This design comes from an exercise in tuning for small area, a short achievable clock period and few clock cycles on the open sky130 flow, not from production work. Only simulation tests tie the RTL to the original design; equivalence was not proved. Power figures rest on the tool's default switching activity, not on a simulated workload.

wip/raven:
## mulDivUnit
module mulDivUnit (
	input  logic Clock,
	input  logic rstN,
	input  logic wbCyc,
	input  logic wbStb,
	input  logic wbWe,
	input  logic [4:0] wbAdr,
	input  logic [32-1:0] wbDatW,
	output logic [32-1:0] wbDatR,
	output logic wbAck
);
Size in the first run: roughly 1700 cells after synthesis, ~180 flip-flops, ~75 I/O pins.
make LEC_CHECK=0 CAP_MARGIN=20 CORE_MARGIN=2 CORE_UTILIZATION=40 SETUP_SLACK_MARGIN=1.6 SLEW_MARGIN=20 TNS_END_PERCENT=5 finish   # period 5.5 ns
run.sh (not shown) runs the stock make flow with config.mk's settings and CLKGATE_MAP_FILE= SYNTH_SCRIPT=/design/flow/synth_recipe.tcl, a recipe that flattens the netlist after the stock synthesis.
wip/raven went all the way through synthesis, placement and routing and the layout is clean on timing, DRC and antenna.
Testbench counts of wip/raven, summed over its fixed seeds: cycles 32,091.
Setup changes, wip/raven to wip/ember
# wip/raven
export LEC_CHECK = 0
export CAP_MARGIN = 20
export CORE_MARGIN = 2
export CORE_UTILIZATION = 40
export SETUP_SLACK_MARGIN = 1.6
export SLEW_MARGIN = 20
export TNS_END_PERCENT = 5
create_clock -name core_clock -period 5.5 [get_ports {Clock}]
# wip/ember
export LEC_CHECK = 0
export CAP_MARGIN = 20
export CORE_MARGIN = 2
export CORE_UTILIZATION = 40
export CTS_BUF_LIST = sky130_fd_sc_hd__clkbuf_4 sky130_fd_sc_hd__clkbuf_8
export SETUP_SLACK_MARGIN = 1.6
export SLEW_MARGIN = 20
create_clock -name core_clock -period 5.5 [get_ports {Clock}]
## What came out
- Looking only at critical path depth, and setting everything else aside, the higher value of wip/ember and wip/raven goes to wip/raven.
- On portion of total power attributed to combinational logic, the lower figure sits with wip/raven, not wip/ember.
- As far as count of nets left with antenna violations after detail routing goes, wip/ember and wip/raven are indistinguishable; the numbers are identical.
- Any difference in power in combinational cells between wip/raven and wip/ember is small enough to ignore.
- Diff wip/raven -> wip/ember: final critical-path share of the clock period moved down, worst endpoint data arrival time moved down, maximum cell stage delay along the critical path moved down.
## Diff of input files: wip/garnet against wip/ember
# wip/ember
export LEC_CHECK = 0
export CAP_MARGIN = 20
export CORE_MARGIN = 2
export CORE_UTILIZATION = 40
export CTS_BUF_LIST = sky130_fd_sc_hd__clkbuf_4 sky130_fd_sc_hd__clkbuf_8
export SETUP_SLACK_MARGIN = 1.6
export SLEW_MARGIN = 20
create_clock -name core_clock -period 5.5 [get_ports {Clock}]
# wip/garnet
export LEC_CHECK = 0
export CAP_MARGIN = 20
export CORE_MARGIN = 2
export CORE_UTILIZATION = 50
export CTS_BUF_LIST = sky130_fd_sc_hd__clkbuf_4 sky130_fd_sc_hd__clkbuf_8
export SETUP_SLACK_MARGIN = 1.6
export SLEW_MARGIN = 20
create_clock -name core_clock -period 5.5 [get_ports {Clock}]
==> flow/flow/run.sh (new file) <==
#!/bin/bash
# The standard layout (standard.sh: the standard synthesis, floorplan, power
# grid, placement, clock tree, routing), with one change: the buffers that
# buffer_ports puts on every input and output port are sky130_fd_sc_hd__buf_2
# cells instead of the delay buffers it picks by default, which are larger and
# slower. The full make output goes to standard_make.log in the work folder.
set -euo pipefail
bash standard.sh "BUFFER_PORTS_ARGS=-buffer_cell sky130_fd_sc_hd__buf_2" finish > standard_make.log 2>&1
test -f out/final.def
==> flow/standard.sh (new file) <==
#!/bin/bash
# synth_recipe.tcl (not shown) runs the flow's synth.tcl, then flattens the netlist and writes it again
# the make line also repeats each setting of config.mk as NAME=value (left out here)
make -C /OpenROAD-flow-scripts/flow DESIGN_CONFIG=/design/flow/config.mk WORK_HOME=/design/flow/orfs CLKGATE_MAP_FILE= SYNTH_SCRIPT=/design/flow/synth_recipe.tcl "${@:-finish}"
removed: flow/run.sh
==> summary.txt <==
wip/garnet against wip/ember; combinational power is down by a little under 10%.
Between wip/ember and wip/garnet, the post-cts resize count is lower for wip/garnet.
Of wip/garnet and wip/ember, it is wip/garnet that has the lower critical path arrival.
diff inputs: wip/garnet => wip/willow
# wip/garnet
export LEC_CHECK = 0
export CAP_MARGIN = 20
export CORE_MARGIN = 2
export CORE_UTILIZATION = 50
export CTS_BUF_LIST = sky130_fd_sc_hd__clkbuf_4 sky130_fd_sc_hd__clkbuf_8
export SETUP_SLACK_MARGIN = 1.6
export SLEW_MARGIN = 20
create_clock -name core_clock -period 5.5 [get_ports {Clock}]
# wip/willow
export LEC_CHECK = 0
export CAP_MARGIN = 20
export CORE_MARGIN = 2
export CORE_UTILIZATION = 40
export CTS_BUF_LIST = sky130_fd_sc_hd__clkbuf_4 sky130_fd_sc_hd__clkbuf_8
export SETUP_SLACK_MARGIN = 1.6
export SLEW_MARGIN = 20
create_clock -name core_clock -period 5.5 [get_ports {Clock}]
diff --git a/flow/flow/run.sh b/flow/flow/run.sh
--- a/flow/flow/run.sh
+++ b/flow/flow/run.sh
@@ -6,4 +6,4 @@
 # slower. The full make output goes to standard_make.log in the work folder.
 set -euo pipefail
-bash standard.sh "BUFFER_PORTS_ARGS=-buffer_cell sky130_fd_sc_hd__buf_2" finish > standard_make.log 2>&1
+bash standard.sh "BUFFER_PORTS_ARGS=-buffer_cell sky130_fd_sc_hd__buf_1" finish > standard_make.log 2>&1
 test -f out/final.def
Results
- wip/willow and wip/garnet ended up with roughly the same via count.
- [compare] base=wip/garnet new=wip/willow: aggregate routed wire length now sits at about the same level, filler-free cell count of the finished design now sits higher.

## re-timing with driven ports
In the flow no input, the clock included, has a driving cell. The finished layouts below were timed again as built, in two steps.
Step 1 assumes that a clkbuf_16 drives the clock port and a buf_2 every other input.
Step 2 also shifts input and output timing later by t, the mid clock arrival at the registers, as if the neighbouring blocks saw the same clock.
Three values: no drivers, after step 1, after step 2; two values: the first two.
run | shift t [ns] | slack for setup (ns) | hold WS [ns] | clock arrival spread, ns | cell pins on the clock port's net
wip/raven | 0.496 | 1.494 / 1.472 / 1.234 | 0.484 / 0.484 / 0.484 | 0.010 / 0.010 | 1
wip/ember | 0.550 | 1.649 / 1.626 / 1.249 | 0.489 / 0.489 / 0.489 | 0.022 / 0.021 | 1
wip/garnet | 0.517 | 1.692 / 1.672 / 1.267 | 0.475 / 0.475 / 0.475 | 0.020 / 0.020 | 1
wip/willow | 0.539 | 1.692 / 1.669 / 1.335 | 0.481 / 0.481 / 0.481 | 0.018 / 0.018 | 1
After both steps every run listed still meets setup and hold. For wip/garnet, which loses most, drivers alone change the setup slack by -0.020 ns; drivers and shift together by -0.425 ns.
